What follows belongs to an exercise in optimizing a design on an open flow for small area; a production flow would make more cautious choices. In this exercise RTL edits were held to simulation tests only and were not proved equivalent to the original. Power and IR drop assume default switching activity.

==> design.v <==
module bfly_fa (
    input  logic x,
    input  logic y,
    input  logic ci,
    output logic s,
    output logic co
);
    assign s  = x ^ y ^ ci;
    assign co = (x & y) | (ci & (x ^ y));
endmodule
module bfly_ha (
    input  logic x,
    input  logic y,
    output logic s,
    output logic co
);
    assign s  = x ^ y;
    assign co = x & y;
endmodule
module fft_stage0 (
    input  logic                                clk,
    input  logic                                rst,
    input  logic                                valid,
    input  logic [4*2*9-1:0]  din,
    output logic [4*2*10-1:0] bfly_p,
    output logic [4*2*10-1:0] bfly_n,
    output logic                                out_valid
);
    localparam int IW    = 9;
    localparam int OW    = 10;
    localparam int NP    = 2 * 4;   
    localparam int VW    = NP * IW;
    localparam int BLOCK = 2 * 8;
    localparam int IDX_W = $clog2(BLOCK);
    localparam int LO    = 7;                
    localparam int HI    = IW - LO;          
    localparam int SW    = LO + (LO - 1) + 2 + 2 * HI;
    localparam int KW    = SW - IW;          
    logic [IDX_W-1:0] idx;      
    logic             compute;  
    logic             fill_q;   
    logic             cmp_q;    
    logic             hold_q;   
    logic             rot_q;    
    logic             rot_qq;   
    assign compute = valid && idx[IDX_W-1];
    always_ff @(posedge clk or negedge rst) begin
        if (!rst) begin
            idx       <= '0;
            fill_q    <= 1'b0;
            cmp_q     <= 1'b0;
            hold_q    <= 1'b1;
            out_valid <= 1'b0;
        end else begin
            if (valid) begin
                idx <= idx + 1'b1;
            end
            fill_q    <= valid && !compute;
            cmp_q     <= compute;
            hold_q    <= !valid;
            out_valid <= cmp_q;  
        end
    end
    always_ff @(posedge clk) begin
        rot_q  <= idx[IDX_W-1] && idx[IDX_W-2];
        rot_qq <= rot_q;
    end
    logic [VW-1:0] cur;                   
    logic [VW-1:0] dly [1:8];    
    logic [VW-1:0] st_lo;                 
    logic [NP*KW-1:0] st_hi_d, res_q;     
    always_ff @(posedge clk) begin
        cur <= din;
    end
    always_ff @(posedge clk) begin
        dly[1] <= ({VW{cmp_q}} & st_lo) | ({VW{fill_q}} & cur) | ({VW{hold_q}} & dly[1]);
        for (int i = 2; i <= 8; i++) begin
            dly[i] <= ({VW{fill_q | cmp_q}} & dly[i-1]) | ({VW{hold_q}} & dly[i]);
        end
    end
    always_ff @(posedge clk) begin
        res_q <= st_hi_d;
    end
    for (genvar j = 0; j < NP; j++) begin : g_p1
        logic [IW-1:0] a, b;
        logic [LO-1:0] s, d;
        logic [LO:0]   cs, cd;
        assign a = dly[8][j*IW +: IW];
        assign b = cur[j*IW +: IW];
        bfly_ha i_s0 (.x(a[0]), .y(b[0]), .s(s[0]), .co(cs[1]));
        if (j % 2 == 1) begin : g_re
            assign cd[1] = rot_q ? (a[0] & !b[0]) : (a[0] | !b[0]);
        end else begin : g_im
            assign cd[1] = a[0] | !b[0];
        end
        for (genvar i = 1; i < LO; i++) begin : g_bit
            bfly_fa i_s (.x(a[i]), .y(b[i]),  .ci(cs[i]), .s(s[i]), .co(cs[i+1]));
            bfly_fa i_d (.x(a[i]), .y(!b[i]), .ci(cd[i]), .s(d[i]), .co(cd[i+1]));
        end
        assign d[0] = 1'b0;  
        assign st_lo[j*IW +: IW]   = {b[IW-1:LO], a[IW-1:LO], s[IW-2*HI-1:0]};
        assign st_hi_d[j*KW +: KW] = {cs[LO], cd[LO], d[LO-1:1], s[LO-1:IW-2*HI]};
    end
    logic [OW-1:0] sum [NP];
    logic [OW-1:0] dif [NP];
    for (genvar j = 0; j < NP; j++) begin : g_p2
        logic [HI-1:0] ah, bh, sh, dh;
        logic [LO-1:0] s, d;
        logic [HI:0]   cs, cd;
        assign {bh, ah, s[IW-2*HI-1:0]}             = dly[1][j*IW +: IW];
        assign {cs[0], cd[0], d[LO-1:1], s[LO-1:IW-2*HI]} = res_q[j*KW +: KW];
        assign d[0] = (j % 2 == 1 && rot_qq) ? !s[0] : s[0];
        for (genvar i = 0; i < HI; i++) begin : g_bit
            bfly_fa i_s (.x(ah[i]), .y(bh[i]),  .ci(cs[i]), .s(sh[i]), .co(cs[i+1]));
            bfly_fa i_d (.x(ah[i]), .y(!bh[i]), .ci(cd[i]), .s(dh[i]), .co(cd[i+1]));
        end
        assign sum[j] = {(ah[HI-1] & bh[HI-1])  | (!cs[HI-1] & (ah[HI-1] | bh[HI-1])),  sh, s};
        assign dif[j] = {(ah[HI-1] & !bh[HI-1]) | (!cd[HI-1] & (ah[HI-1] | !bh[HI-1])), dh, d};
    end
    for (genvar l = 0; l < 4; l++) begin : g_lane
        assign bfly_p[l*2*OW+OW +: OW] = sum[2*l+1];
        assign bfly_p[l*2*OW    +: OW] = sum[2*l];
        assign bfly_n[l*2*OW+OW +: OW] = rot_qq ? dif[2*l]    : dif[2*l+1];
        assign bfly_n[l*2*OW    +: OW] = rot_qq ? ~dif[2*l+1] : dif[2*l];
    end
endmodule
==> flow/run.sh <==
#!/bin/bash
# The standard layout with two changes:
#  - the port buffers are made from the smallest buffer cell;
#  - the clock tree uses larger sink clusters and no dummy loads.
# Each step's full output is in orfs/logs/; make's output in standard.log.
set -euo pipefail
bash standard.sh \
  "BUFFER_PORTS_ARGS=-buffer_cell sky130_fd_sc_hd__buf_1" \
  "CTS_ARGS=-sink_clustering_enable -repair_clock_nets -dont_use_dummy_load -sink_clustering_size 16 -sink_clustering_max_diameter 60 -buf_list sky130_fd_sc_hd__clkbuf_8" \
  finish > standard.log 2>&1
==> standard.sh <==
#!/bin/bash
# synth_recipe.tcl (not shown) runs the flow's synth.tcl, then flattens the netlist and writes it again
# the make line also repeats each setting of config.mk as NAME=value (left out here)
make -C /OpenROAD-flow-scripts/flow DESIGN_CONFIG=/design/flow/config.mk WORK_HOME=/design/flow/orfs CLKGATE_MAP_FILE= SYNTH_SCRIPT=/design/flow/synth_recipe.tcl "${@:-finish}"
==> config.mk <==
export PLATFORM = sky130hd
export DESIGN_NAME = fft_stage0
export DESIGN_NICKNAME = fft_stage0
export VERILOG_FILES = /design/flow/design.v
export SDC_FILE = /design/flow/constraint.sdc
export NUM_CORES = 4
export LEC_CHECK = 0
export CAP_MARGIN = 20
export CORE_MARGIN = 2
export CORE_UTILIZATION = 80
export SLEW_MARGIN = 20
export SYNTH_HIERARCHICAL = 1
==> constraint.sdc <==
create_clock -name core_clock -period 3.2 [get_ports {clk}]
set_input_delay 0.6400 -clock core_clock [delete_from_list [all_inputs] [get_ports {clk}]]
set_output_delay 0.6400 -clock core_clock [all_outputs]
set_load 0.01 [all_outputs]
==> key figures, run 1 <==
STA
  • Worst Tran Pin Value: 0.869 ns
  • Fmax: 318 MHz
  • Unrepaired setup endpoints after global routing: true
  • Slew headroom: 42.0%
  • Fin. max-slew vios: 0
  • Final setup vio count: 0
  • Setup Skew: 0.0441 ns
  • Crit path time final: 3.15 ns
  • Fin. Hold Viols: 0
  • Tcrit/Tclk final: 98.4%

Clock network
  • Root buf cell: clkbuf_8
  • CTS HTree Levels: 2
  • Total CTS buffers: 52
  • Clock latency on the worst-skew pair: 0.63 ns
  • CTS tree: built
  • Clock sinks: 738
  • Clk slew on worst S/H paths: 0.10 ns
  • Max Buffers Root-to-Sink: 3

Critical path
  • CP Capture Type: flop
  • CP Max Fanout: 7
  • RR Startpoint: rot_q
  • Crit path arrival time: 3.65 ns
  • CP Launch Point: rot_q
  • Worst r2r dst: res_q[37]
  • Flop2flop setup slack: 0.05 ns
  • CP endpoint: res_q[37]
  • WP data required: 3.70 ns
  • R2R cell count: 10
  • CP Launch Type: flop
  • Critical path type: reg -> reg

Global routing
  • Vias in the first global route: 15.4k
  • Pin count of the biggest net entering global routing: 131
  • GRT overflow: 0
  • Initial antenna violation count: 4
  • Total global-route track usage: 29.6%
  • First-pass GRT wire length: 79.4 mm

Placed design
  • GP Congestion: 0.841
  • Post-placement cell count: 2,413
  • Post-DP HPWL: 32.9 mm
  • Port bufs: 235

Floorplanning
  • I/O pin total: 236
  • Die X: 183 um
  • Initial Util: 81.4%
  • DIE AREA: 33,600 um^2
  • Core Box Area: 31,600 um^2
  • Die Y: 183 um
  • Core Rows: 65

Logic synthesis
  • YS warnings: 10
  • Syn Nets: 2,146
  • Avg Cell Area, Syn: 13.3 um^2
  • Synth cell types: 31
  • Post-synth EDFFs: 0
  • Flops & latches, synth: 738
  • Sequential element share of the synthesized area: 57.6%
  • Ys flop type: dfxtp_1
  • Mapped cell area: 25,700 um^2
  • Cells after synthesis: 1,934
  • Async SR Flop Fraction: 1.08%

Cells and area
  • Nets: 2,278
  • Commonest non-fill, non-tap cell in the layout: dfxtp_1
  • Fillers: 1,616
  • Area Growth Syn to Fin: 4.89%
  • Most frequent cells in the layout: dfxtp_1 (720), a22o_1 (520), buf_1 (233)
  • Layout cells sized above 1: 6.64%
  • Core Util, Final: 85.4%
  • Count of non-filler cells in the finished layout: 2,470

Run
  • Max_cap viols: 0

Route
  • Met1 Routed Length: 21.6 mm
  • Routed wl met2: 24.3 mm
  • Drt first-iter violations: 1,371
  • Via-per-instance ratio: 6.25
  • Routed WL per cell: 20.3 um
  • Detailed Routing Iterations Pass 1: 8
  • DR DRC count: 0
  • Wirelength, routed: 50.2 mm
  • WL met3: 2.68 mm
  • Via count: 15.4k
  • Top Metal Used: met4
  • Antenna Nets Post-Route: 0

Power
  • P_leak: 11.5 nW
  • Pwr dens: 1170 nW/um^2
  • VDD IR-drop max: 0.686 mV

Hold path
  • HP Class: in -> reg

Run status
  • Status: no timing/DRC/antenna violations
state kept, by name, indices dropped and copies added, names as in the netlist:
register	count
res_q	80
dly	576
rot_qq	1
rot_q	1
idx	4
out_valid	1
cur	72
hold_q	1
fill_q	1
cmp_q	1
cell type report:
cell class | count | area (um^2) | area share (%)
Sequential cell | 738 | 14800 | 55.0
Clock buffer | 52 | 716 | 2.65
Antenna cell | 4 | 10.0 | 0.0371
Inverter | 165 | 619 | 2.29
Tap cell | 402 | 503 | 1.86
Multi-Input combinational cell | 848 | 9050 | 33.5
Timing Repair Buffer | 261 | 1260 | 4.66
layer usage:
metal / vias to the layer above / track usage (%)
li1: 7178 / -
met1: 7700 / 40.7
met2: 451 / 47.8
met3: 98 / 4.67
met4: 0 / 11.5
met5: - / 0
worst max-delay path, stage by stage (launching register included):
cell and delay [ns]:
dfxtp_4 0.38, buf_12 0.13, nand2_1 0.05, nand2_1 0.07
o21ai_1 0.08, fa_2 0.34, fa_2 0.35, fa_2 0.42
fa_2 0.38, fa_1 0.39, fa_1 0.42
timing repair:
| action | CTS | global route |
|---|---|---|
| resized for setup | 19 | 20 |
| hold endpoints to repair | 7 | 0 |
| hold buffers | 1 | 0 |
| endpoints found under the setup margin | 16 | 15 |
| buffers inserted | 0 | 0 |
| pin swaps | 0 | 3 |
power breakdown:
group          leakage, nW  switching (mW)  internal (mW)
sequential            6.15            3.27           13.4
combinational         5.01            5.37           5.39
clock                0.374            2.64           1.46
total                 11.5            11.3           20.3
synthesized netlist by cell type, drive strengths merged (7+ instances only):
| library cell | n | area, um^2 |
|---|---|---|
| dfxtp | 730 | 14600 |
| a22o | 520 | 4550 |
| inv | 165 | 619 |
| buf | 155 | 1210 |
| fa | 128 | 2560 |
| a222oi | 56 | 561 |
| mux2 | 41 | 462 |
| mux2i | 36 | 360 |
| clkbuf | 28 | 105 |
| maj3 | 11 | 110 |
| a21oi | 10 | 50.1 |
| ha | 9 | 113 |
| nand2 | 9 | 33.8 |
| o21ai | 8 | 40.0 |
| dfrtp | 7 | 175 |
Yosys stat by module (local to each module, per instance):
| module | area (um^2) | flops+latches |
|---|---|---|
| fft_stage0 | 23100 | 738 |
| bfly_ha | 12.5 | 0 |
| bfly_fa | 20.0 | 0 |
logic make-up after synthesis:
kind of cell	Yosys count	share of synthesized area, %
XOR/XNOR	3	0.102
flip-flops	738	57.6
AO/OA/AOI/OAI	602	20.5
multiplexers	77	3.19
buffers and inverters	348	7.52
adder cells (fa/ha/maj)	148	10.8
AND/OR/NAND/NOR	18	0.340
metrics by stage:
stage | hold WS [ns] | instance area (um^2) | total power [mW] | setup WS [ns] | TNS (ns)
after floorplan | 0.344 | 25700 | 24.1 | 0.155 | 0
after global placement | 0.418 | 26200 | 26.5 | -0.0648 | -0.155
after detailed placement | 0.425 | 26200 | 27.3 | -0.163 | -0.828
after CTS | 0.0449 | 26900 | 31.5 | -0.0198 | -0.0198
after global routing | 0.0655 | 27000 | 33.5 | -0.0269 | -0.0275
final | 0.0915 | 27000 | 31.6 | 0.0509 | 0
worst min path at each step:
| stage | slack [ns] | cells after the start | to | start |
|---|---|---|---|---|
| after floorplan | 0.34 | 0 | cmp_q | rst |
| after global placement | 0.42 | 1 | dly[1][35] | cur[35] |
| after detailed placement | 0.43 | 1 | dly[1][44] | cur[44] |
| after CTS | 0.04 | 1 | cur[66] | din[66] |
| after global routing | 0.07 | 1 | cur[1] | din[1] |
| final | 0.09 | 1 | cur[1] | din[1] |
==> inputs of run 2 (changes only) <==
--- a/config.mk
+++ b/config.mk
@@ -6,7 +6,7 @@
 export NUM_CORES = 4
 export LEC_CHECK = 0
-export CAP_MARGIN = 20
+export CAP_MARGIN = 10
 export CORE_MARGIN = 2
 export CORE_UTILIZATION = 80
-export SLEW_MARGIN = 20
+export SLEW_MARGIN = 10
 export SYNTH_HIERARCHICAL = 1
==> key figures, run 2 <==
Critical path
  • CP Capture Type: flop
  • Crit path arrival time: 3.65 ns
  • RR Startpoint: rot_q
  • R2R cell count: 10
  • CP Launch Point: rot_q
  • Critical path type: reg -> reg
  • CP Launch Type: flop
  • WP data required: 3.70 ns
  • CP Max Fanout: 7

Power
  • Sw power: 11.3 mW
  • Pwr dens: 1170 nW/um^2
  • Final Power: 31.6 mW
  • Comb power frac: 34.1%
  • Flop pwr share: 52.9%
  • Clock power frac: 13.0%
  • Net Sw Frac: 35.7%
  • VDD IR-drop max: 0.686 mV
  • Cell Int Power: 20.3 mW
  • P_leak: 11.5 nW

Clock network
  • Setup Fix Bufs, Post-CTS: 0
  • CTS HTree Levels: 2
  • Total CTS buffers: 52
  • Clock sinks: 738
  • Root buf cell: clkbuf_8
  • CTS tree: built
  • Max Buffers Root-to-Sink: 3
  • Clk slew on worst S/H paths: 0.10 ns
  • Clock latency on the worst-skew pair: 0.63 ns

Route
  • Wirelength, routed: 50.2 mm
  • Routed WL per cell: 20.3 um
  • Antenna Nets Post-Route: 0
  • Detailed Routing Iterations Pass 1: 8
  • DR DRC count: 0
  • Via-per-instance ratio: 6.25
  • Drt first-iter violations: 1,371
  • Via count: 15.4k

Cells and area
  • Nets: 2,278
  • Max FFs per register: 576
  • Most flops, register: dly
  • Largest registers: dly: 576 flops, res_q: 80 flops, cur: 72 flops
  • Commonest non-fill, non-tap cell in the layout: dfxtp_1
  • Most frequent cells in the layout: dfxtp_1 (720), a22o_1 (520), buf_1 (233)
  • Layout cells sized above 1: 6.64%
  • Area Growth Syn to Fin: 4.89%
  • Core Util, Final: 85.4%
  • Finished Cell Area: 27,000 um^2

Logic synthesis
  • Syn Nets: 2,146
  • Area leader, netlist: dfxtp_1
  • Synth cell types: 31
  • Post-synth EDFFs: 0
  • Mapped cell area: 25,700 um^2
  • YS warnings: 10
  • Post-synth top cells: dfxtp_1 (730), a22o_1 (520), inv_1 (164)
  • Sequential element share of the synthesized area: 57.6%
  • Cells after synthesis: 1,934
  • Post-synth top area share: 56.8%
  • Async SR Flop Fraction: 1.08%
  • Flops & latches, synth: 738
  • Ranking of synthesized cells by area: dfxtp_1 (57%), a22o_1 (18%), fa_1 (10%)
  • Avg Cell Area, Syn: 13.3 um^2
  • Ys flop type: dfxtp_1
  • Top-count cell post-synth: dfxtp_1

STA
  • Fin. max-slew vios: 0
  • Setup TNS: 0 ns
  • Worst Tran Pin Value: 0.869 ns
  • Fin. Hold Viols: 0
  • Fmax: 318 MHz
  • Final setup vio count: 0
  • Slew headroom: 42.0%
  • Setup Skew: 0.0441 ns
  • Tcrit/Tclk final: 98.4%
  • Crit path time final: 3.15 ns
  • Unrepaired setup endpoints after global routing: true

Floorplanning
  • Core Rows: 65
  • I/O pin total: 236
  • Die Y: 183 um
  • DIE AREA: 33,600 um^2
  • Die X: 183 um
  • Initial Util: 81.4%
  • Core Box Area: 31,600 um^2

Run status
  • Status: no timing/DRC/antenna violations

Placed design
  • Post-DP HPWL: 32.9 mm
  • Placed inst area: 26,200 um^2
  • GP Congestion: 0.841
  • Port bufs: 235

Global routing
  • Vias in the first global route: 15.4k
  • Pin count of the biggest net entering global routing: 131
  • Initial antenna violation count: 4
  • Total global-route track usage: 29.6%
  • First-pass GRT wire length: 79.4 mm
  • GRT overflow: 0

Hold path
  • Hold Path Depth: 1
  • Hold_sp: din[1]
  • HP Class: in -> reg

Run
  • Max_cap viols: 0
run 2: cell counts after synthesis:
Identical to the previous run, type by type.
run 2: Yosys stat by module (local to each module, per instance):
module	area, um^2	times used	cells
fft_stage0	23100	1	1798
bfly_fa	20.0	128	1
bfly_ha	12.5	8	1
run 2: layout make-up:
cell class / count / area (um^2)
flip-flops and latches: 738 / 14800
multi-input cells: 848 / 9050
fillers: 1616 / 4630
repair buffers: 261 / 1260
clock buffers: 52 / 716
inverters: 165 / 619
well taps: 402 / 503
diodes: 4 / 10.0
run 2: worst paths after layout:
path	slack, ns	to
setup / recovery	0.05	res_q[37]
max in group asynchronous	2.41	hold_q
hold / removal	0.09	cur[1]
setup reg to reg	0.05	res_q[37]
min in group asynchronous	0.46	out_valid
hold reg to reg	0.43	dly[1][26]
run 2: logic make-up (layout without fill, tap and decap cells):
family	count (synthesis)	count (layout)	share of synthesized area, %
compound gates	602	602	20.5
xor+xnor	3	3	0.102
fa+ha+maj	148	148	10.8
buf+inv	348	478	7.52
flops	738	738	57.6
mux	77	77	3.19
other cells	0	4	0
simple gates	18	18	0.340
run 2: through the flow:
step           hold WS (ns)  std cells  worst slack, ns
2_1_floorplan         0.344       1934            0.155
3_3_place_gp          0.418       2413          -0.0648
3_5_place_dp          0.425       2413           -0.163
4_1_cts              0.0449       2466          -0.0198
5_1_grt              0.0655       2470          -0.0269
6_report             0.0915       2470           0.0509
run 2: critical path, stage by stage (launching register included):
cell	delay, ns
dfxtp_4	0.38
buf_12	0.13
nand2_1	0.05
nand2_1	0.07
o21ai_1	0.08
fa_2	0.34
fa_2	0.35
fa_2	0.42
fa_2	0.38
fa_1	0.39
fa_1	0.42
run 2: repair_timing:
action                                  CTS  global route
pin swaps                                 0             3
hold endpoints to repair                  7             0
hold buffers                              1             0
endpoints found under the setup margin   16            15
resized for setup                        19            20
run 2: power groups by stage:
| stage | Combinational (mW) | Sequential [mW] | Clock [mW] |
|---|---|---|---|
| final | 10.8 | 16.7 | 4.09 |
| after detailed placement | 10.5 | 16.8 | 0 |
| after CTS | 10.7 | 16.7 | 4.17 |
| after global routing | 11.8 | 17.2 | 4.49 |
| after floorplan | 8.41 | 15.7 | 0 |
| after global placement | 9.95 | 16.5 | 0 |
run 2: layer usage:
layer / global-route usage, % / part of all wire, %
met1: 40.7 / 43
met2: 47.8 / 49
met4: 11.5 / 3.2
met3: 4.67 / 5.3
met5: 0 / 0
==> inputs of run 3 (changes only) <==
--- a/config.mk
+++ b/config.mk
@@ -8,5 +8,5 @@
 export CAP_MARGIN = 10
 export CORE_MARGIN = 2
-export CORE_UTILIZATION = 80
+export CORE_UTILIZATION = 88
 export SLEW_MARGIN = 10
 export SYNTH_HIERARCHICAL = 1
==> key figures, run 3 <==
Logic synthesis
  • Async SR Flop Fraction: 1.08%
  • Synth Area in Simple Gates: 0.340%
  • Flops & latches, synth: 738
  • Area leader, netlist: dfxtp_1
  • Adder-Cell Fraction of Synth Area: 10.8%
  • YS warnings: 10
  • Mapped cell area: 25,700 um^2
  • Largest family of logic cells by synthesized area: compound AO/OA/AOI/OAI gates
  • Synth Area in XOR/XNOR: 0.102%
  • Avg Cell Area, Syn: 13.3 um^2
  • Cells after synthesis: 1,934
  • Syn Nets: 2,146
  • Post-synth EDFFs: 0
  • Post-synthesis compound-gate area fraction: 20.5%
  • Top-count cell post-synth: dfxtp_1
  • Synth cell types: 31
  • Sequential element share of the synthesized area: 57.6%
  • Ranking of synthesized cells by area: dfxtp_1 (57%), a22o_1 (18%), fa_1 (10%)
  • Post-synth top cells: dfxtp_1 (730), a22o_1 (520), inv_1 (164)
  • Mux cell area share after synthesis: 3.19%
  • Ys flop type: dfxtp_1
  • Post-synth top area share: 56.8%

Clock network
  • Clock sinks: 738
  • CTS tree: built
  • Setup Fix Bufs, Post-CTS: 0
  • Clk slew on worst S/H paths: 0.10 ns
  • CTS HTree Levels: 2
  • Total CTS buffers: 52
  • Root buf cell: clkbuf_8
  • Max Buffers Root-to-Sink: 3
  • Clock latency on the worst-skew pair: 0.61 ns

Global routing
  • Initial antenna violation count: 1
  • GRT overflow: 0
  • Vias in the first global route: 17.5k
  • Total global-route track usage: 40.2%
  • M2 GR Usage: 69.4%
  • Met1 GRT Util: 48.6%
  • First-pass GRT wire length: 96.2 mm
  • GR Util met3: 7.07%
  • Gr busiest metal: met2
  • Pin count of the biggest net entering global routing: 234

Placed design
  • Post-placement cell count: 2,387
  • GP Congestion: 0.860
  • Port bufs: 235
  • Post-DP HPWL: 35.3 mm

Critical path
  • CP Capture Type: flop
  • WP data required: 3.68 ns
  • CP Launch Point: cur[27]
  • Worst r2r dst: res_q[31]
  • Critical path type: reg -> reg
  • CP endpoint: res_q[31]
  • Flop2flop setup slack: -0.03 ns
  • RR Startpoint: cur[27]
  • R2R cell count: 7
  • CP Max Fanout: 4
  • Crit path arrival time: 3.71 ns
  • CP Launch Type: flop

Route
  • Via-per-instance ratio: 7.06
  • Wirelength, routed: 66.7 mm
  • Antenna Nets Post-Route: 0
  • Detailed Routing Iterations Pass 1: 7
  • Via count: 17.2k
  • DR DRC count: 0
  • Drt first-iter violations: 2,579
  • Routed WL per cell: 27.3 um

STA
  • Crit path time final: 3.23 ns
  • Unrepaired setup endpoints after global routing: true
  • Worst hold margin: 0.115 ns
  • Fmax: 310 MHz
  • Final setup vio count: 2
  • Slew headroom: 20.4%
  • Fin. Hold Viols: 0
  • Fin. max-slew vios: 0
  • Setup Skew: 0.0344 ns
  • Tcrit/Tclk final: 101%
  • Final worst slack: -0.0260 ns
  • Worst Tran Pin Value: 1.19 ns

Power
  • Clock power frac: 12.7%
  • Net Sw Frac: 38.9%
  • Sw power: 12.9 mW
  • VDD IR-drop max: 0.875 mV
  • P_leak: 11.5 nW
  • Flop pwr share: 52.0%
  • Comb power frac: 35.2%
  • Pwr dens: 1240 nW/um^2
  • Final Power: 33.2 mW
  • Cell Int Power: 20.3 mW

Cells and area
  • Area Growth Syn to Fin: 4.30%
  • Layout cells sized above 1: 6.57%
  • Max FFs per register: 576
  • Largest registers: dly: 576 flops, res_q: 80 flops, cur: 72 flops
  • Count of non-filler cells in the finished layout: 2,441
  • Commonest non-fill, non-tap cell in the layout: dfxtp_1
  • Most frequent cells in the layout: dfxtp_1 (720), a22o_1 (520), buf_1 (233)
  • Nets: 2,270
  • Most flops, register: dly

Run
  • Max_cap viols: 0

Hold path
  • HP Class: in -> reg

Floorplanning
  • Core Box Area: 28,800 um^2
  • I/O pin total: 236
  • Core Rows: 62
  • Die Y: 175 um
  • Initial Util: 89.4%
  • DIE AREA: 30,600 um^2
  • Die X: 175 um

Run status
  • Layout check faults: setup timing
  • Status: failed layout checks
run 3: per-module statistics from Yosys, one instance, submodules excluded:
module,area (um^2),cells inside,copies in the design
fft_stage0,23100,1798,1
bfly_ha,12.5,1,8
bfly_fa,20.0,1,128
run 3: logic make-up after synthesis:
kind of cell	after synthesis
DFF	738
muxes	77
buffers and inverters	348
AOI/OAI and AO/OA	602
adders and majority gates	148
and+or+nand+nor	18
xor gates and xnor gates	3
run 3: timing repair:
item,in CTS,in global routing
setup endpoints to repair,17,20
hold buffers,1,0
gates resized for setup,27,19
hold endpoints to repair,7,0
run 3: layer usage:
metal | part of all wire, % | vias up
met5 | 0 | -
met4 | 6.8 | 0
met3 | 9.4 | 369
met2 | 50 | 1288
met1 | 34 | 8430
li1 | - | 7144
run 3: cell type report:
class	count	area, um^2
Fill cell	868	1930
Clock buffer	52	716
Timing Repair Buffer	253	1120
Antenna cell	1	2.50
Inverter	165	619
Tap cell	384	480
Sequential cell	738	14800
Multi-Input combinational cell	848	9070
run 3: power groups by stage:
stage	logic, mW	clock network [mW]	registers (mW)
2_1_floorplan	8.41	0	15.7
4_1_cts	11.1	4.16	17.0
6_report	11.7	4.23	17.3
5_1_grt	12.4	4.53	17.6
3_3_place_gp	9.68	0	16.5
3_5_place_dp	10.5	0	16.9
run 3: worst max-delay path, stage by stage, from the launching register on:
cell and delay (ns):
dfxtp_1 0.37, ha_1 0.24, fa_2 0.39, fa_1 0.44, fa_1 0.44, fa_1 0.41
fa_1 0.40, fa_1 0.43
run 3: stage by stage:
stage | setup TNS, ns | instance area (um^2) | util (%) | setup WS [ns]
6_report | -0.0302 | 26800 | 93.3 | -0.0260
5_1_grt | -0.142 | 26800 | 93.3 | -0.0390
4_1_cts | -0.0594 | 26800 | 93.2 | -0.0594
3_5_place_dp | -0.938 | 26000 | 90.4 | -0.190
3_3_place_gp | 0 | 26000 | 90.4 | 0.00334
2_1_floorplan | 0 | 25700 | - | 0.155
run 3: worst min path at each step:
stage	from	to	slack, ns	cells past startpoint
after global routing	din[60]	cur[60]	0.09	1
after detailed placement	cur[71]	dly[1][71]	0.43	1
after floorplan	rst	cmp_q	0.34	0
after CTS	din[61]	cur[61]	0.09	1
final	din[61]	cur[61]	0.11	1
after global placement	cur[17]	dly[1][17]	0.42	1
==> inputs of run 4 (changes only) <==
--- a/config.mk
+++ b/config.mk
@@ -6,7 +6,7 @@
 export NUM_CORES = 4
 export LEC_CHECK = 0
-export CAP_MARGIN = 10
+export CAP_MARGIN = 20
 export CORE_MARGIN = 2
-export CORE_UTILIZATION = 88
-export SLEW_MARGIN = 10
+export CORE_UTILIZATION = 84
+export SLEW_MARGIN = 20
 export SYNTH_HIERARCHICAL = 1
==> key figures, run 4 <==
Run status
  • Status: no timing/DRC/antenna violations

Clock network
  • Setup Fix Bufs, Post-CTS: 0
  • CTS HTree Levels: 2
  • Clock sinks: 738
  • Total CTS buffers: 52
  • Clock latency on the worst-skew pair: 0.61 ns
  • Root buf cell: clkbuf_8
  • Max Buffers Root-to-Sink: 3
  • CTS tree: built
  • Clk slew on worst S/H paths: 0.10 ns

Global routing
  • Pin count of the biggest net entering global routing: 139
  • Initial antenna violation count: 3
  • GRT overflow: 0
  • Vias in the first global route: 15.7k
  • Total global-route track usage: 32.6%
  • First-pass GRT wire length: 81.8 mm

Cells and area
  • Largest registers: dly: 576 flops, res_q: 80 flops, cur: 72 flops
  • Layout cells sized above 1: 6.63%
  • Area Growth Syn to Fin: 4.73%
  • Most flops, register: dly
  • Commonest non-fill, non-tap cell in the layout: dfxtp_1
  • Count of non-filler cells in the finished layout: 2,464
  • Nets: 2,280
  • Most frequent cells in the layout: dfxtp_1 (718), a22o_1 (520), buf_1 (233)
  • Max FFs per register: 576
  • Core Util, Final: 88.8%
  • Finished Cell Area: 27,000 um^2

Route
  • Drt first-iter violations: 1,558
  • Wirelength, routed: 52.7 mm
  • Via count: 15.7k
  • Antenna Nets Post-Route: 0
  • Routed WL per cell: 21.4 um
  • DR DRC count: 0
  • Detailed Routing Iterations Pass 1: 6
  • Via-per-instance ratio: 6.38

Power
  • Cell Int Power: 20.3 mW
  • VDD IR-drop max: 0.873 mV
  • Sw power: 11.5 mW
  • P_leak: 11.5 nW
  • Flop pwr share: 52.7%
  • Pwr dens: 1180 nW/um^2
  • Net Sw Frac: 36.3%
  • Clock power frac: 12.9%
  • Comb power frac: 34.5%
  • Final Power: 31.8 mW

Critical path
  • Flop2flop setup slack: 0.05 ns
  • Critical path type: reg -> reg
  • CP Max Fanout: 4
  • Crit path arrival time: 3.63 ns
  • CP Capture Type: flop
  • WP data required: 3.68 ns
  • CP Launch Type: flop

Floorplanning
  • Die Y: 179 um
  • Core Rows: 64
  • Core Box Area: 30,300 um^2
  • DIE AREA: 32,100 um^2
  • Initial Util: 84.8%
  • I/O pin total: 236
  • Die X: 179 um

STA
  • Setup Skew: 0.0584 ns
  • Crit path time final: 3.15 ns
  • Fin. max-slew vios: 0
  • Worst hold margin: 0.109 ns
  • Tcrit/Tclk final: 98.6%
  • Slew headroom: 35.2%
  • Worst Tran Pin Value: 0.972 ns
  • Unrepaired setup endpoints after global routing: false
  • Final setup vio count: 0
  • Fin. Hold Viols: 0
  • Fmax: 317 MHz

Logic synthesis
  • Flops & latches, synth: 738
  • Mapped cell area: 25,700 um^2
  • Async SR Flop Fraction: 1.08%
  • Area leader, netlist: dfxtp_1
  • Ys flop type: dfxtp_1
  • Post-synth top area share: 56.8%
  • Post-synth top cells: dfxtp_1 (730), a22o_1 (520), inv_1 (164)
  • YS warnings: 10
  • Top-count cell post-synth: dfxtp_1
  • Ranking of synthesized cells by area: dfxtp_1 (57%), a22o_1 (18%), fa_1 (10%)
  • Syn Nets: 2,146
  • Synth cell types: 31
  • Post-synth EDFFs: 0
  • Avg Cell Area, Syn: 13.3 um^2
  • Cells after synthesis: 1,934
  • Sequential element share of the synthesized area: 57.6%

Run
  • Max_cap viols: 0

Placed design
  • Port bufs: 235
  • GP Congestion: 0.864
  • Post-DP HPWL: 33.2 mm
  • Placed inst area: 26,200 um^2
  • Post-placement cell count: 2,409

Hold path
  • HP Class: in -> reg
[run 4: cell counts after synthesis]
No cell type changed its count.
[run 4: area by class of cell]
| cell class | count | area (um^2) |
|---|---|---|
| well taps | 396 | 495 |
| multi-input cells | 848 | 9040 |
| diodes | 2 | 5.00 |
| fillers | 1357 | 3390 |
| inverters | 165 | 619 |
| clock buffers | 52 | 716 |
| flip-flops and latches | 738 | 14800 |
| repair buffers | 263 | 1240 |
[run 4: cell families (layout without fill, tap and decap cells)]
kind of cell | Yosys count | count (layout) | share of synthesized area, %
flip-flops | 738 | 738 | 57.6
AO/OA/AOI/OAI | 602 | 602 | 20.5
buffers and inverters | 348 | 480 | 7.52
adder cells (fa/ha/maj) | 148 | 148 | 10.8
multiplexers | 77 | 77 | 3.19
AND/OR/NAND/NOR | 18 | 18 | 0.340
XOR/XNOR | 3 | 3 | 0.102
other | 0 | 2 | 0
[run 4: path summary, 6_finish.rpt]
| kind | from | to | depth (start not counted) |
|---|---|---|---|
| max | cur[45] | res_q[51] | 7 |
| min | din[37] | cur[37] | 1 |
| max reg2reg | cur[45] | res_q[51] | 7 |
| min reg2reg | dly[4][69] | dly[5][69] | 1 |
| max in group asynchronous | rst | idx[0] | 2 |
| min in group asynchronous | rst | idx[3] | 2 |
[run 4: power by group through the flow]
stage          Combinational (mW)  Sequential (mW)  Clock (mW)
5_1_grt                      12.0             17.2        4.47
3_5_place_dp                 10.6             16.7           0
3_3_place_gp                 10.0             16.5           0
4_1_cts                      10.9             16.7        4.14
6_report                     11.0             16.7        4.09
2_1_floorplan                8.41             15.7           0
[run 4: repair_timing]
action,in CTS,in global routing
setup endpoints to repair,14,18
pin swaps,0,0
hold buffers,1,0
gates resized for setup,19,19
hold endpoints to repair,7,0
[run 4: modules after synthesis, one instance, submodules excluded]
module / times used / area (um^2) / flops+latches
fft_stage0: 1 / 23100 / 738
bfly_fa: 128 / 20.0 / 0
bfly_ha: 8 / 12.5 / 0
[run 4: layer usage]
metal	track usage, %	vias to the layer above	wire length (um)
met4	12.3	2	1610
li1	-	7161	-
met2	53.4	586	26000
met5	0	-	13
met1	44.1	7851	21800
met3	5.45	129	3280
[run 4: critical path: stages, from the launching register on]
cell and delay (ns):
dfxtp_1 0.36, ha_1 0.22, fa_1 0.41, fa_1 0.44, fa_1 0.41, fa_2 0.35
fa_1 0.39, fa_1 0.45
[run 4: through the flow]
| step | TNS (ns) | setup slack (ns) |
|---|---|---|
| 2_1_floorplan | 0 | 0.155 |
| 3_3_place_gp | -0.00680 | -0.00680 |
| 3_5_place_dp | -0.354 | -0.0995 |
| 4_1_cts | 0 | 0.00572 |
| 5_1_grt | 0 | 0.00474 |
| 6_report | 0 | 0.0458 |
==> inputs of run 5 (changes only) <==
--- a/flow/run.sh
+++ b/flow/run.sh
@@ -7,4 +7,4 @@
 bash standard.sh \
   "BUFFER_PORTS_ARGS=-buffer_cell sky130_fd_sc_hd__buf_1" \
-  "CTS_ARGS=-sink_clustering_enable -repair_clock_nets -dont_use_dummy_load -sink_clustering_size 16 -sink_clustering_max_diameter 60 -buf_list sky130_fd_sc_hd__clkbuf_8" \
+  "CTS_ARGS=-sink_clustering_enable -repair_clock_nets -dont_use_dummy_load -sink_clustering_size 16 -sink_clustering_max_diameter 60 -buf_list {sky130_fd_sc_hd__clkbuf_8 sky130_fd_sc_hd__clkbuf_16}" \
   finish > standard.log 2>&1
--- a/config.mk
+++ b/config.mk
@@ -8,5 +8,5 @@
 export CAP_MARGIN = 20
 export CORE_MARGIN = 2
-export CORE_UTILIZATION = 84
+export CORE_UTILIZATION = 88
 export SLEW_MARGIN = 20
 export SYNTH_HIERARCHICAL = 1
==> key figures, run 5 <==
Run status
  • Status: failed layout checks
  • Layout check faults: setup timing

Critical path
  • R2R cell count: 10
  • RR Startpoint: rot_q
  • WP data required: 2.56 ns
  • Crit path arrival time: 2.88 ns
  • CP Capture Type: output port
  • CP Launch Point: dly[1][34]
  • Worst r2r dst: res_q[57]
  • Critical path type: reg -> out
  • CP Max Fanout: 4
  • Flop2flop setup slack: -0.10 ns
  • CP Launch Type: flop

STA
  • Setup TNS: -0.980 ns
  • Tcrit/Tclk final: 110%
  • Fmax: 284 MHz
  • Fin. Hold Viols: 0
  • Fin. max-slew vios: 0
  • Worst Tran Pin Value: 1.11 ns
  • Unrepaired setup endpoints after global routing: true
  • Crit path time final: 3.52 ns
  • Worst hold margin: 0.139 ns
  • Final setup vio count: 13
  • Slew headroom: 26.0%
  • Final worst slack: -0.321 ns
  • Setup Skew: 0.0250 ns

Logic synthesis
  • Adder-Cell Fraction of Synth Area: 10.8%
  • Largest family of logic cells by synthesized area: compound AO/OA/AOI/OAI gates
  • Sequential element share of the synthesized area: 57.6%
  • Mapped cell area: 25,700 um^2
  • Synth Area in XOR/XNOR: 0.102%
  • Synth Area in Simple Gates: 0.340%
  • Post-synth top area share: 56.8%
  • Ranking of synthesized cells by area: dfxtp_1 (57%), a22o_1 (18%), fa_1 (10%)
  • Syn Nets: 2,146
  • YS warnings: 10
  • Top-count cell post-synth: dfxtp_1
  • Synth cell types: 31
  • Mux cell area share after synthesis: 3.19%
  • Post-synthesis compound-gate area fraction: 20.5%
  • Ys flop type: dfxtp_1
  • Flops & latches, synth: 738
  • Post-synth top cells: dfxtp_1 (730), a22o_1 (520), inv_1 (164)
  • Avg Cell Area, Syn: 13.3 um^2
  • Area leader, netlist: dfxtp_1
  • Async SR Flop Fraction: 1.08%
  • Post-synth EDFFs: 0
  • Cells after synthesis: 1,934

Global routing
  • First-pass GRT wire length: 118 mm
  • Initial antenna violation count: 14
  • Total global-route track usage: 51.6%
  • Pin count of the biggest net entering global routing: 234
  • Vias in the first global route: 19.3k
  • GRT overflow: 0

Cells and area
  • Commonest non-fill, non-tap cell in the layout: dfxtp_1
  • Max FFs per register: 576
  • Most flops, register: dly
  • Area Growth Syn to Fin: 6.95%
  • Most frequent cells in the layout: dfxtp_1 (719), a22o_1 (520), buf_1 (232)
  • Layout cells sized above 1: 7.92%
  • Count of non-filler cells in the finished layout: 2,449
  • Core Util, Final: 95.7%
  • Largest registers: dly: 576 flops, res_q: 80 flops, cur: 72 flops
  • Nets: 2,271

Clock network
  • Root buf cell: clkbuf_16
  • Clock latency on the worst-skew pair: 0.59 ns
  • Max Buffers Root-to-Sink: 3
  • CTS HTree Levels: 2
  • Clk slew on worst S/H paths: 0.08 ns
  • CTS tree: built
  • Clock sinks: 738
  • Total CTS buffers: 52

Hold path
  • Min-Delay Endpoint: cur[15]
  • Hold Path Depth: 1
  • Hold_sp: din[15]
  • HP Class: in -> reg

Power
  • VDD IR-drop max: 0.960 mV
  • P_leak: 11.7 nW
  • Final Power: 37.4 mW
  • Pwr dens: 1360 nW/um^2

Placed design
  • Port bufs: 235
  • GP Congestion: 0.860
  • Post-placement cell count: 2,387
  • Post-DP HPWL: 35.3 mm

Route
  • Wirelength, routed: 87.3 mm
  • Routed WL per cell: 35.6 um
  • Via count: 19.4k
  • DR DRC count: 0
  • Via-per-instance ratio: 7.94
  • Detailed Routing Iterations Pass 1: 7
  • Drt first-iter violations: 4,053
  • Antenna Nets Post-Route: 0

Floorplanning
  • I/O pin total: 236
  • Core Rows: 62
  • Initial Util: 89.4%
  • Core Box Area: 28,800 um^2
  • DIE AREA: 30,600 um^2
  • Die Y: 175 um
  • Die X: 175 um

Run
  • Max_cap viols: 0
run 5: cell counts after synthesis:
No cell type changed its count.
run 5: area by class of cell:
type                    count  area [um^2]
well taps                 384          480
multi-input cells         848         9130
repair buffers            254         1130
flip-flops and latches    738        14800
inverters                 165          619
diodes                      8         20.0
fillers                   588         1250
clock buffers              52         1300
run 5: kinds of logic (layout without fill, tap and decap cells):
kind of cell	count (synthesis)	after routing
AO/OA/AOI/OAI	602	602
XOR/XNOR	3	3
adder cells (fa/ha/maj)	148	148
buffers and inverters	348	471
flip-flops	738	738
multiplexers	77	77
other	0	8
AND/OR/NAND/NOR	18	18
run 5: worst max-delay path, cell delays in order (launching register included):
cell,delay (ns)
dfxtp_2,0.40
inv_1,0.09
fa_1,0.47
fa_1,0.64
mux2i_2,0.45
clkbuf_2,0.23
run 5: how the worst max path moves through the flow:
stage                 end  slack (ns)  cells past startpoint
6_report       bfly_n[28]       -0.32                      5
5_1_grt        bfly_n[28]       -0.33                      5
4_1_cts         res_q[77]       -0.05                     10
3_3_place_gp    res_q[57]       0.003                     10
2_1_floorplan   res_q[17]        0.16                      9
3_5_place_dp    res_q[57]       -0.19                     10
run 5: power by group:
part	switching [mW]	internal, mW	total (mW)
registers	4.53	13.5	18.0
logic	7.72	5.64	13.4
clock network	3.17	2.87	6.04
total	15.4	22.0	37.4
run 5: metal layers:
metal	GRT usage (%)	vias up	share of wire, %
li1	-	7150	-
met1	57.9	9062	30
met2	81.5	2301	45
met3	17.6	912	13
met4	39.8	8	12
met5	0.321	-	0.060
run 5: through the flow:
step,cell area [um^2],worst slack [ns]
floorplan,25700,0.155
global placement,26000,0.00334
detailed placement,26000,-0.190
CTS,27400,-0.0505
global route,27500,-0.325
finish,27500,-0.321
run 5: what timing repair did:
| item | CTS | global route |
|---|---|---|
| pin swaps | 2 | 5 |
| endpoints found under the setup margin | 16 | 35 |
| hold endpoints to repair | 7 | 0 |
| hold buffers | 1 | 0 |
| resized for setup | 26 | 46 |
| setup buffers | 0 | 1 |
run 5: modules after synthesis, one instance, submodules excluded:
module      cells inside  copies in the design  flops+latches
fft_stage0          1798                     1            738
bfly_fa                1                   128              0
bfly_ha                1                     8              0

## port drivers added, routing unchanged
In the flow no input, the clock included, has a driving cell. The finished layouts below were timed again as built, in two steps.
Step 1 (the two cells are an assumption about what drives the block):
set clk [get_ports {clk}]
set_driving_cell -lib_cell sky130_fd_sc_hd__clkbuf_16 $clk
set_driving_cell -lib_cell sky130_fd_sc_hd__buf_2 [delete_from_list [all_inputs] $clk]
Step 2 also shifts input and output timing later by t, the mid clock arrival at the registers, as if the neighbouring blocks saw the same clock.
Three values: ideal, step 1, step 2; two values: the first two.
| run | shift t [ns] | setup WS [ns] | worst setup path after step 2 | latest minus earliest clock arrival (ns) | cell pins on the clock port's net |
|---|---|---|---|---|---|
| run 1 | 0.662 | 0.051 / 0.036 / 0.051 | register to register | 0.049 / 0.048 | 1 |
| run 2 | 0.662 | 0.051 / 0.036 / 0.051 | register to register | 0.049 / 0.048 | 1 |
| run 3 | 0.645 | -0.026 / -0.026 / -0.026 | register to register | 0.038 / 0.037 | 1 |
| run 4 | 0.631 | 0.046 / 0.019 / 0.046 | register to register | 0.064 / 0.065 | 1 |
| run 5 | 0.633 | -0.321 / -0.375 / -0.103 | register to register | 0.026 / 0.027 | 1 |
